Context: an optimization exercise on an open-source flow, tuned for small area. The choices shown serve that exercise and are no tape-out recipe.
The RTL was checked by simulation tests, not by an equivalence proof against the original design.
Power figures rest on the tool's default switching activity, not on a simulated workload.

### config.mk
export PLATFORM = sky130hd
export DESIGN_NAME = tage_predictor
export DESIGN_NICKNAME = tage_predictor
export VERILOG_FILES = /design/flow/design.v
export SDC_FILE = /design/flow/constraint.sdc
export NUM_CORES = 4
export LEC_CHECK = 0
export CAP_MARGIN = 20
export CELL_PAD_IN_SITES_GLOBAL_PLACEMENT = 2
export CORE_MARGIN = 2
export CORE_UTILIZATION = 30
export PLACE_DENSITY = 0.5
export SLEW_MARGIN = 20
### constraint.sdc
create_clock -name core_clock -period 10.0 [get_ports {clk}]
set_input_delay 2.0000 -clock core_clock [delete_from_list [all_inputs] [get_ports {clk}]]
set_output_delay 2.0000 -clock core_clock [all_outputs]
set_load 0.01 [all_outputs]
### design.v
`timescale 1ns/1ns
package tage_pkg;
	localparam int ADDR_W = 32;
	localparam int GHR_W = 16;
	localparam int NUM_TAGGED = 2;
	localparam int NUM_PROV = 3;    
	localparam int BASE_IDX_W = 8;
	localparam int TBL_IDX_W = 6;
	localparam int TAG_W = 8;
	localparam int HIST_LEN_1 = 4;
	localparam int HIST_LEN_2 = 12;
	localparam int CTR_W = 3;
	localparam logic [CTR_W-1:0] CTR_WEAK_T = 3'd4;
	localparam logic [CTR_W-1:0] CTR_WEAK_NT = 3'd3;
	localparam int U_W = 2;
	localparam logic [1:0] BASE_CTR_INIT = 2'd2;    
	localparam int ENTRY_W = 1 + TAG_W + CTR_W + U_W;
	localparam int E_U_LSB = 0;
	localparam int E_CTR_LSB = U_W;
	localparam int E_TAG_LSB = U_W + CTR_W;
	localparam int E_VALID = U_W + CTR_W + TAG_W;
	localparam int LOOKUP_W = BASE_IDX_W + NUM_TAGGED * (TBL_IDX_W + TAG_W);
	localparam int L_TAG_LSB = 0;
	localparam int L_IDX_LSB = NUM_TAGGED * TAG_W;
	localparam int L_BASE_LSB = NUM_TAGGED * (TAG_W + TBL_IDX_W);
	localparam int REQ_W = ADDR_W + GHR_W;
	localparam int HREQ_W = LOOKUP_W + ADDR_W;
	localparam int META_W = 4;
	localparam int RESP_W = 1 + META_W + ADDR_W;
	localparam int FB_W = ADDR_W + GHR_W + 1 + META_W;
endpackage
`timescale 1ns/1ns
import tage_pkg::*;
module tage_index_hash (
	input  logic [tage_pkg::ADDR_W-1:0]   i_pc,
	input  logic [tage_pkg::GHR_W-1:0]    i_ghr,
	output logic [tage_pkg::LOOKUP_W-1:0] o_lookup
);
	logic [TBL_IDX_W-1:0] idx_fold [NUM_TAGGED];
	logic [TAG_W-1:0]     tag_fold [NUM_TAGGED];
	always_comb
	begin
		for (int t = 0; t < NUM_TAGGED; t++)
		begin
			idx_fold[t] = '0;
			tag_fold[t] = '0;
			for (int b = 0; b < GHR_W; b++)
			begin
				if (b < ((t == 0) ? HIST_LEN_1 : HIST_LEN_2))
				begin
					idx_fold[t][b % TBL_IDX_W] = idx_fold[t][b % TBL_IDX_W] ^ i_ghr[b];
					tag_fold[t][b % TAG_W] = tag_fold[t][b % TAG_W] ^ i_ghr[b];
				end
			end
		end
	end
	always_comb
	begin
		o_lookup[L_BASE_LSB +: BASE_IDX_W] = i_pc[2 +: BASE_IDX_W];
		for (int t = 0; t < NUM_TAGGED; t++)
		begin
			o_lookup[L_IDX_LSB + t * TBL_IDX_W +: TBL_IDX_W] = i_pc[2 +: TBL_IDX_W] ^ idx_fold[t];
			o_lookup[L_TAG_LSB + t * TAG_W +: TAG_W] = i_pc[8 +: TAG_W] ^ tag_fold[t];
		end
	end
endmodule
`timescale 1ns/1ns
module tage_pipe_reg #(
	parameter int WIDTH = 1
) (
	input  logic             clk,
	input  logic             rst_n,
	input  logic [WIDTH-1:0] i_data,
	input  logic             i_valid,
	output logic             o_ready,
	output logic [WIDTH-1:0] o_data,
	output logic             o_valid,
	input  logic             i_ready
);
	assign o_ready = i_ready || !o_valid;
	always_ff @(posedge clk)
	begin
		if (!rst_n)
			o_valid <= 1'b0;
		else if (o_ready)
			o_valid <= i_valid;
	end
	always_ff @(posedge clk)
	begin
		if (o_ready && i_valid)
			o_data <= i_data;
	end
endmodule
`timescale 1ns/1ns
import tage_pkg::*;
module tage_base_table (
	input  logic                            clk,
	input  logic                            rst_n,
	input  logic [tage_pkg::BASE_IDX_W-1:0] i_rd_idx,
	output logic [1:0]                      o_rd_ctr,
	input  logic [tage_pkg::BASE_IDX_W-1:0] i_up_idx,
	output logic [1:0]                      o_up_ctr,
	input  logic                            i_wr_en,
	input  logic [1:0]                      i_wr_ctr
);
	logic [1:0] ctr_mem [2**BASE_IDX_W];
	assign o_rd_ctr = ctr_mem[i_rd_idx];    
	assign o_up_ctr = ctr_mem[i_up_idx];
	always_ff @(posedge clk)
	begin
		for (int i = 0; i < 2**BASE_IDX_W; i++)
		begin
			if (!rst_n)
				ctr_mem[i] <= BASE_CTR_INIT;
			else if (i_wr_en && (i_up_idx == BASE_IDX_W'(i)))
				ctr_mem[i] <= i_wr_ctr;
		end
	end
endmodule
`timescale 1ns/1ns
import tage_pkg::*;
module tage_tagged_table (
	input  logic                           clk,
	input  logic                           rst_n,
	input  logic [tage_pkg::TBL_IDX_W-1:0] i_rd_idx,
	output logic [tage_pkg::ENTRY_W-1:0]   o_rd_entry,
	input  logic [tage_pkg::TBL_IDX_W-1:0] i_up_idx,
	output logic [tage_pkg::ENTRY_W-1:0]   o_up_entry,
	input  logic                           i_wr_en,
	input  logic [tage_pkg::ENTRY_W-1:0]   i_wr_entry
);
	logic             valid_mem [2**TBL_IDX_W];
	logic [TAG_W-1:0] tag_mem [2**TBL_IDX_W];
	logic [CTR_W-1:0] ctr_mem [2**TBL_IDX_W];
	logic [U_W-1:0]   u_mem [2**TBL_IDX_W];
	assign o_rd_entry = {valid_mem[i_rd_idx], tag_mem[i_rd_idx], ctr_mem[i_rd_idx],
		u_mem[i_rd_idx]};
	assign o_up_entry = {valid_mem[i_up_idx], tag_mem[i_up_idx], ctr_mem[i_up_idx],
		u_mem[i_up_idx]};
	always_ff @(posedge clk)
	begin
		for (int i = 0; i < 2**TBL_IDX_W; i++)
		begin
			if (!rst_n)
			begin
				valid_mem[i] <= 1'b0;
				ctr_mem[i] <= CTR_WEAK_T;
				u_mem[i] <= '0;
			end
			else if (i_wr_en && (i_up_idx == TBL_IDX_W'(i)))
			begin
				valid_mem[i] <= i_wr_entry[E_VALID];
				ctr_mem[i] <= i_wr_entry[E_CTR_LSB +: CTR_W];
				u_mem[i] <= i_wr_entry[E_U_LSB +: U_W];
			end
		end
	end
	always_ff @(posedge clk)
	begin
		for (int i = 0; i < 2**TBL_IDX_W; i++)
		begin
			if (i_wr_en && (i_up_idx == TBL_IDX_W'(i)))
				tag_mem[i] <= i_wr_entry[E_TAG_LSB +: TAG_W];
		end
	end
endmodule
`timescale 1ns/1ns
import tage_pkg::*;
module tage_provider_select (
	input  logic [tage_pkg::HREQ_W-1:0]                    i_hashed,
	input  logic [1:0]                                     i_base_ctr,
	input  logic [tage_pkg::NUM_TAGGED*tage_pkg::ENTRY_W-1:0] i_entries,
	output logic [tage_pkg::RESP_W-1:0]                    o_resp
);
	logic [NUM_TAGGED-1:0] hit;
	logic [NUM_PROV-1:0]   pred_of;
	logic [1:0]            prov;
	logic [1:0]            alt;
	logic [ENTRY_W-1:0]    entry [NUM_TAGGED];
	always_comb
	begin
		pred_of[0] = i_base_ctr[1];    
		for (int t = 0; t < NUM_TAGGED; t++)
		begin
			entry[t] = i_entries[t * ENTRY_W +: ENTRY_W];
			hit[t] = entry[t][E_VALID] && (entry[t][E_TAG_LSB +: TAG_W] ==
				i_hashed[ADDR_W + L_TAG_LSB + t * TAG_W +: TAG_W]);
			pred_of[t + 1] = entry[t][E_CTR_LSB + CTR_W - 1];
		end
	end
	always_comb
	begin
		prov = '0;
		alt = '0;
		for (int t = 0; t < NUM_TAGGED; t++)
		begin
			if (hit[t])
			begin
				alt = prov;
				prov = 2'(t + 1);
			end
		end
	end
	assign o_resp = {pred_of[prov], prov, pred_of[alt], pred_of[prov], i_hashed[ADDR_W-1:0]};
endmodule
`timescale 1ns/1ns
import tage_pkg::*;
module tage_update_ctrl (
	input  logic [tage_pkg::FB_W-1:0]                         i_fb,
	input  logic                                              i_fb_valid,
	input  logic [tage_pkg::LOOKUP_W-1:0]                     i_lookup,
	input  logic [1:0]                                        i_base_ctr,
	input  logic [tage_pkg::NUM_TAGGED*tage_pkg::ENTRY_W-1:0] i_entries,
	output logic                                              o_base_wr_en,
	output logic [1:0]                                        o_base_ctr,
	output logic [tage_pkg::NUM_TAGGED-1:0]                   o_tbl_wr_en,
	output logic [tage_pkg::NUM_TAGGED*tage_pkg::ENTRY_W-1:0] o_tbl_entry
);
	logic [1:0]         prov;
	logic               alt_pred;
	logic               prov_pred;
	logic               outcome;
	logic               mispred;
	logic               alloc_req;
	logic               alloc_done;
	logic [ENTRY_W-1:0] in_e [NUM_TAGGED];
	logic [ENTRY_W-1:0] out_e [NUM_TAGGED];
	function automatic logic [CTR_W-1:0] ctr_step(input logic [CTR_W-1:0] c, input logic up);
		ctr_step = c;
		if (up && (c != '1))
			ctr_step = c + 1'b1;
		else if (!up && (c != '0))
			ctr_step = c - 1'b1;
	endfunction
	assign prov = i_fb[3:2];
	assign alt_pred = i_fb[1];
	assign prov_pred = i_fb[0];
	assign outcome = i_fb[META_W];
	assign mispred = prov_pred != outcome;
	assign alloc_req = mispred && (prov < 2'(NUM_TAGGED));    
	always_comb
	begin
		o_base_wr_en = i_fb_valid && (prov == '0);
		o_base_ctr = i_base_ctr;
		if (outcome && (i_base_ctr != 2'd3))
			o_base_ctr = i_base_ctr + 2'd1;
		else if (!outcome && (i_base_ctr != 2'd0))
			o_base_ctr = i_base_ctr - 2'd1;
	end
	always_comb
	begin
		alloc_done = 1'b0;
		for (int t = 0; t < NUM_TAGGED; t++)
		begin
			in_e[t] = i_entries[t * ENTRY_W +: ENTRY_W];
			out_e[t] = in_e[t];
			o_tbl_wr_en[t] = 1'b0;
			if (prov == 2'(t + 1))
			begin
				out_e[t][E_CTR_LSB +: CTR_W] = ctr_step(in_e[t][E_CTR_LSB +: CTR_W], outcome);
				if (alt_pred != prov_pred)
				begin
					if (!mispred && (in_e[t][E_U_LSB +: U_W] != '1))
						out_e[t][E_U_LSB +: U_W] = in_e[t][E_U_LSB +: U_W] + 1'b1;
					else if (mispred && (in_e[t][E_U_LSB +: U_W] != '0))
						out_e[t][E_U_LSB +: U_W] = in_e[t][E_U_LSB +: U_W] - 1'b1;
				end
				o_tbl_wr_en[t] = i_fb_valid;
			end
			else if (alloc_req && !alloc_done && (2'(t + 1) > prov) &&
				(!in_e[t][E_VALID] || (in_e[t][E_U_LSB +: U_W] == '0)))
			begin
				out_e[t] = {1'b1, i_lookup[L_TAG_LSB + t * TAG_W +: TAG_W],
					(outcome ? CTR_WEAK_T : CTR_WEAK_NT), U_W'(0)};
				o_tbl_wr_en[t] = i_fb_valid;
				alloc_done = 1'b1;
			end
		end
		if (alloc_req && !alloc_done)
		begin
			for (int t = 0; t < NUM_TAGGED; t++)
			begin
				if (2'(t + 1) > prov)
				begin
					out_e[t][E_U_LSB +: U_W] = in_e[t][E_U_LSB +: U_W] - 1'b1;
					o_tbl_wr_en[t] = i_fb_valid;
				end
			end
		end
		for (int t = 0; t < NUM_TAGGED; t++)
			o_tbl_entry[t * ENTRY_W +: ENTRY_W] = out_e[t];
	end
endmodule
`timescale 1ns/1ns
import tage_pkg::*;
module tage_predictor (
	input  logic                       clk,
	input  logic                       rst_n,
	input  logic [tage_pkg::REQ_W-1:0]  i_req,
	input  logic                       i_req_valid,
	output logic                       o_req_ready,
	output logic [tage_pkg::RESP_W-1:0] o_resp,
	output logic                       o_resp_valid,
	input  logic                       i_resp_ready,
	input  logic [tage_pkg::FB_W-1:0]   i_fb,
	input  logic                       i_fb_valid
);
	logic [LOOKUP_W-1:0] req_lookup;
	logic [LOOKUP_W-1:0] fb_lookup;
	logic [HREQ_W-1:0]   a_in;
	logic [HREQ_W-1:0]   a_out;
	logic                a_valid;
	logic                b_ready;
	logic [RESP_W-1:0]   b_in;
	logic [1:0] base_rd_ctr;
	logic [1:0] base_up_ctr;
	logic [1:0] base_wr_ctr;
	logic       base_wr_en;
	logic [NUM_TAGGED*ENTRY_W-1:0] rd_entries;
	logic [NUM_TAGGED*ENTRY_W-1:0] up_entries;
	logic [NUM_TAGGED*ENTRY_W-1:0] wr_entries;
	logic [NUM_TAGGED-1:0]         tbl_wr_en;
	tage_index_hash u_req_hash (
		.i_pc(i_req[GHR_W +: ADDR_W]),
		.i_ghr(i_req[0 +: GHR_W]),
		.o_lookup(req_lookup)
	);
	assign a_in = {req_lookup, i_req[GHR_W +: ADDR_W]};
	tage_pipe_reg #(.WIDTH(HREQ_W)) u_stage_a (
		.clk(clk),
		.rst_n(rst_n),
		.i_data(a_in),
		.i_valid(i_req_valid),
		.o_ready(o_req_ready),
		.o_data(a_out),
		.o_valid(a_valid),
		.i_ready(b_ready)
	);
	tage_base_table u_base (
		.clk(clk),
		.rst_n(rst_n),
		.i_rd_idx(a_out[ADDR_W + L_BASE_LSB +: BASE_IDX_W]),
		.o_rd_ctr(base_rd_ctr),
		.i_up_idx(fb_lookup[L_BASE_LSB +: BASE_IDX_W]),
		.o_up_ctr(base_up_ctr),
		.i_wr_en(base_wr_en),
		.i_wr_ctr(base_wr_ctr)
	);
	for (genvar t = 0; t < NUM_TAGGED; t++)
	begin : g_tbl
		tage_tagged_table u_tbl (
			.clk(clk),
			.rst_n(rst_n),
			.i_rd_idx(a_out[ADDR_W + L_IDX_LSB + t * TBL_IDX_W +: TBL_IDX_W]),
			.o_rd_entry(rd_entries[t * ENTRY_W +: ENTRY_W]),
			.i_up_idx(fb_lookup[L_IDX_LSB + t * TBL_IDX_W +: TBL_IDX_W]),
			.o_up_entry(up_entries[t * ENTRY_W +: ENTRY_W]),
			.i_wr_en(tbl_wr_en[t]),
			.i_wr_entry(wr_entries[t * ENTRY_W +: ENTRY_W])
		);
	end
	tage_provider_select u_select (
		.i_hashed(a_out),
		.i_base_ctr(base_rd_ctr),
		.i_entries(rd_entries),
		.o_resp(b_in)
	);
	tage_pipe_reg #(.WIDTH(RESP_W)) u_stage_b (
		.clk(clk),
		.rst_n(rst_n),
		.i_data(b_in),
		.i_valid(a_valid),
		.o_ready(b_ready),
		.o_data(o_resp),
		.o_valid(o_resp_valid),
		.i_ready(i_resp_ready)
	);
	tage_index_hash u_fb_hash (
		.i_pc(i_fb[FB_W-1 -: ADDR_W]),
		.i_ghr(i_fb[META_W + 1 +: GHR_W]),
		.o_lookup(fb_lookup)
	);
	tage_update_ctrl u_update (
		.i_fb(i_fb),
		.i_fb_valid(i_fb_valid),
		.i_lookup(fb_lookup),
		.i_base_ctr(base_up_ctr),
		.i_entries(up_entries),
		.o_base_wr_en(base_wr_en),
		.o_base_ctr(base_wr_ctr),
		.o_tbl_wr_en(tbl_wr_en),
		.o_tbl_entry(wr_entries)
	);
endmodule
### run.sh
#!/bin/bash
# synth_recipe.tcl (not shown) runs the flow's synth.tcl, then flattens the netlist and writes it again
# the make line also repeats each setting of config.mk as NAME=value (left out here)
make -C /OpenROAD-flow-scripts/flow DESIGN_CONFIG=/design/flow/config.mk WORK_HOME=/design/flow/orfs CLKGATE_MAP_FILE= SYNTH_SCRIPT=/design/flow/synth_recipe.tcl finish
==> run notes <==
-- flip-flops by register name (all words and copies together), names as in the netlist --
name                   flops
g_tbl.u_tbl.tag_mem     1024
u_base.ctr_mem           512
g_tbl.u_tbl.ctr_mem      384
g_tbl.u_tbl.u_mem        256
g_tbl.u_tbl.valid_mem    128
u_stage_a.o_data          54
u_stage_b.o_data          36
u_stage_a.o_valid          1
u_stage_b.o_valid          1
-- synthesized netlist by cell type, drive strengths merged, types with 139 or more instances --
cell / number / area share
a21oi: 341 / 0.015
a22oi: 1201 / 0.080
buf: 267 / 0.012
clkbuf: 718 / 0.024
dfxtp: 1282 / 0.23
edfxtp: 1114 / 0.30
nand2: 1352 / 0.047
nand3: 640 / 0.029
nand4: 293 / 0.016
nor2: 1098 / 0.037
nor3: 256 / 0.011
nor4: 139 / 0.0081
o211a: 166 / 0.015
o211ai: 333 / 0.022
o21ai: 662 / 0.030
o22ai: 147 / 0.0082
-- how the worst max path moves through the flow --
stage	to	depth (start not counted)
floorplan	g_tbl[1].u_tbl.tag_mem[0][7]	18
global placement	g_tbl[1].u_tbl.ctr_mem[26][0]	18
detailed placement	g_tbl[0].u_tbl.ctr_mem[26][0]	20
CTS	g_tbl[1].u_tbl.ctr_mem[45][0]	18
global route	g_tbl[0].u_tbl.u_mem[26][0]	20
finish	g_tbl[0].u_tbl.ctr_mem[26][0]	20
-- metrics by stage --
step / worst slack [ns] / hold WS, ns / utilization / power, µW / cell area, µm²
2_1_floorplan: 1.43 / 0.400 / - / 13000 / 112000
3_3_place_gp: 0.476 / 0.400 / 0.339 / 15200 / 126000
3_5_place_dp: 0.775 / 0.406 / 0.340 / 15300 / 126000
4_1_cts: 1.73 / 0.414 / 0.366 / 26300 / 136000
5_1_grt: 1.47 / 0.419 / 0.366 / 26800 / 136000
6_report: 1.43 / 0.413 / 0.366 / 26400 / 136000
-- worst max-delay path: cells and delay by family --
kind | cells | cell delay [ns]
AOI/OAI and AO/OA | 5 | 1.15
xor gates and xnor gates | 1 | 0.98
adders and majority gates | 1 | 0.32
buffers and inverters | 6 | 2.52
and+or+nand+nor | 7 | 2.35
-- power groups by stage --
stage / Clock (µW) / Combinational, µW / Sequential, µW
after detailed placement: 0 / 4090 / 11200
after global routing: 11600 / 4300 / 11000
after CTS: 11200 / 4100 / 11000
final: 11200 / 4270 / 11000
after floorplan: 0 / 1800 / 11200
after global placement: 0 / 4060 / 11200
-- cell families (layout without fill, tap and decap cells) --
kind of cell | after synthesis | count (layout)
AOI/OAI and AO/OA | 3651 | 3651
xor gates and xnor gates | 81 | 81
adders and majority gates | 15 | 15
buffers and inverters | 1152 | 1739
DFF | 2396 | 2396
muxes | 71 | 71
other | 0 | 69
and+or+nand+nor | 4280 | 4280
-- layout make-up --
cell class                 instances  area [µm²]  area share
antenna                           69         173     0.00127
clock buffer                     418        8500      0.0623
clock inverter                   119        1190     0.00870
inverter                         167         641     0.00470
multi-input combinational       8098       50100       0.368
sequential                      2396       59100       0.434
tap                             4972        6220      0.0456
timing repair buffer            1035       10400      0.0761
-- per-layer routing --
layer | vias up | global-route usage | wire, µm
met5 | - | 0 | 312
met1 | 60300 | 0.553 | 330000
met3 | 2803 | 0.128 | 99500
met4 | 42 | 0.338 | 78800
li1 | 45600 | - | -
met2 | 10300 | 0.628 | 355000
==> PnR_summary.wiki <==
{| class="wikitable"
! Metric !! Value
|-
| Outcome || finished clean
|-
| Remaining design rule violation count || 0
|-
| Final setup violation count || 0
|-
| Clock tree from TritonCTS || yes
|-
| CP required || between 10 and 15 ns
|-
| Drt first-iter violations || about 22000
|-
| Reg-to-Reg Start || u_stage_a.o_data[65]
|-
| Power share of the sequential group || 0.415
|-
| Share of async-settable or async-resettable flops after synthesis || 0
|-
| Master of the slowest instance on the critical path || clkdlybuf4s50_1
|-
| Leading cell types in the layout, fill and taps excluded || dfxtp_1, nand2_1, a22oi_1
|-
| Flip-flop and latch count after synthesis || between 2000 and 2500
|-
| Area growth syn-to-layout || 21.6%
|-
| Most frequent standard cell in the layout excluding fill and tap cells || dfxtp_1
|-
| Number of placed instances with taps included || 16700
|-
| Most used DFF post-synth || dfxtp_1
|-
| Crit. End Element || flop
|-
| Worst Reg-to-Reg Cells || 13
|-
| R2r setup slk || around 3.3 ns
|-
| Number of instances in the synthesized netlist || 11600
|-
| Combinational fraction of design power || 0.162
|-
| HPWL reported at the end of detailed placement || 587000 µm
|-
| Min cycle time layout || about 8.6 ns
|-
| VDD IR max || between 0.0001 and 0.00015 V
|-
| Gates resized, CTS repair || 0
|-
| Port buffer count || 118
|-
| Gr ovfl total || 0
|-
| Core Rows || 224
|-
| Die outline height || roughly 600 µm
|-
| Combinational family with the most area after synthesis || compound AO/OA/AOI/OAI gates
|-
| Post-Syn Area per Cell || 9.62 µm²
|-
| Critical Path Start Type || input port
|-
| Final layout net count || approximately 12000
|-
| Full die area || 0.379 mm²
|-
| Via count || between 100k and 150k
|-
| Initial antenna violation count || 101
|-
| Ports placed on the boundary || 145
|-
| Hold Startpoint || u_stage_a.o_data[27]
|-
| Cell at the root of the clock tree || clkbuf_16
|-
| Summed instance area of the synthesized netlist || 0.112 mm²
|-
| Power spent charging and discharging nets || 8230 µW
|-
| Class of the worst hold path || flop to flop
|-
| Total count of hold-check failures in the final report || 0
|-
| CP Data Arrival Time || 9.46 ns
|-
| Max Cap Violations || 0
|-
| Multiplexer area fraction after synthesis || 0.00662
|-
| Worst-case clock skew || 0.108 ns
|-
| Wire length after detailed routing || approximately 860000 µm
|-
| Post-CTS setup buffer count || 0
|-
| Via count of the first global-routing pass || 107000
|-
| Pwr per Cell Area || 194 mW/mm²
|-
| Fraction of power spent switching nets || 0.312
|-
| EDFF count, synth || 1114
|-
| Pins over their slew limit || 0
|-
| Post-synthesis compound-gate area fraction || 0.232
|-
| Terminus of the critical flop-to-flop path || u_stage_b.o_data[32]
|-
| Source-to-sink clock delay at the later pin of the worst-skew pair || 0.99 ns
|-
| Number of nets in the synthesized netlist || 11800
|-
| # clock sinks || 2396
|-
| Portion of total power attributed to the clock network || 0.423
|-
| Setup TNS || 0 ns
|-
| Starting utilization of the core area || 0.301
|-
| Share of the yosys chip area belonging to registers || 0.527
|-
| Crit path top cell by count || buf_4
|-
| Level count of the clock H-tree || 5
|-
| Count of TritonRoute iterations in the first routing pass || 10
|-
| Slew HR || 0.112
|-
| Wirelength per Cell || 50.0 µm
|-
| Worst Max-Slew Pin Slew || 1.33 ns
|-
| Post-synthesis share of cell area spent on full adders, half adders and majority gates || 0.00165
|-
| Largest net degree at the start of global routing || about 190
|-
| Finished Layout Cells || 17300
|-
| Critical path, cell by cell || clkdlybuf4s50_1 > xor3_1 > nand2_1 > buf_4 > nor3_2 > buf_4 > a22oi_1 > nand3_1 > nor4_1 > nand4_1 > o21ai_1 > ha_1 > nor2b_1 > a32o_4 > buf_4 > nand2_2 > inv_2 > buf_4 > o21ai_0 > a21oi_1
|-
| Weighted congestion reported at the end of routability-driven placement || 1.02
|-
| Final antenna-violating net count || 0
|-
| Static leakage || about 0.05 µW
|-
| Fillers || 37400
|-
| Hold-critical path endpoint || u_stage_b.o_data[27]
|-
| Wire length of the first global-routing pass || 1110000 µm
|-
| Distinct cells, synth || 107
|-
| Critical path peak fanout || 19
|-
| Layout cells sized above 1 || 0.153
|-
| Xor-xnor portion of the synthesized cell area || 0.00795
|-
| Total global routing track utilization || 0.439
|-
| Beginning of the critical path || i_fb[5]
|-
| Number of buffers created by CTS || 300
|-
| Unrepaired setup endpoints after global routing || false
|-
| Vias per inst || 6.89
|-
| CTS clk-pin slew, worst paths || 0.06 ns
|-
| Tcrit/Tclk final || 0.857
|-
| Synthesis warning total || 17
|-
| Worst Path Class, Setup || input port to flop
|-
| Area of the core region || roughly 0.37 mm²
|-
| Internal power || approximately 18000 µW
|-
| Die extent in x || between 600 and 700 µm
|-
| Delay of the slowest critical-path stage || 1.09 ns
|-
| Max Fclk || roughly 120 MHz
|-
| Count of hold buffers inserted by post-cts repair || 0
|-
| Count of cells along the worst hold path || 0
|-
| Simple logic cell fraction of the synthesized area || 0.183
|-
| Clock buffer depth || 4
|}

[afterwards: timing with drivers on the ports]
Ports are ideal in the flow. The routed layout listed here was re-timed in OpenROAD.
Step 1, drivers: a clkbuf_16 drives clk and a buf_2 each remaining input, both assumed.
Step 2 also shifts input and output timing later by t, the mid clock arrival at the registers, as if the neighbouring blocks saw the same clock.
a / b / c = ideal / step 1 / step 2; a / b = the first two.
t (ns): 1.052
setup slack, ns: 1.435 / 1.520 / 0.468
latest minus earliest clock arrival (ns): 0.108 / 0.108
After both steps setup and hold are still met in this run. For this run, drivers alone change the setup slack by +0.085 ns; drivers and shift together by -0.967 ns.
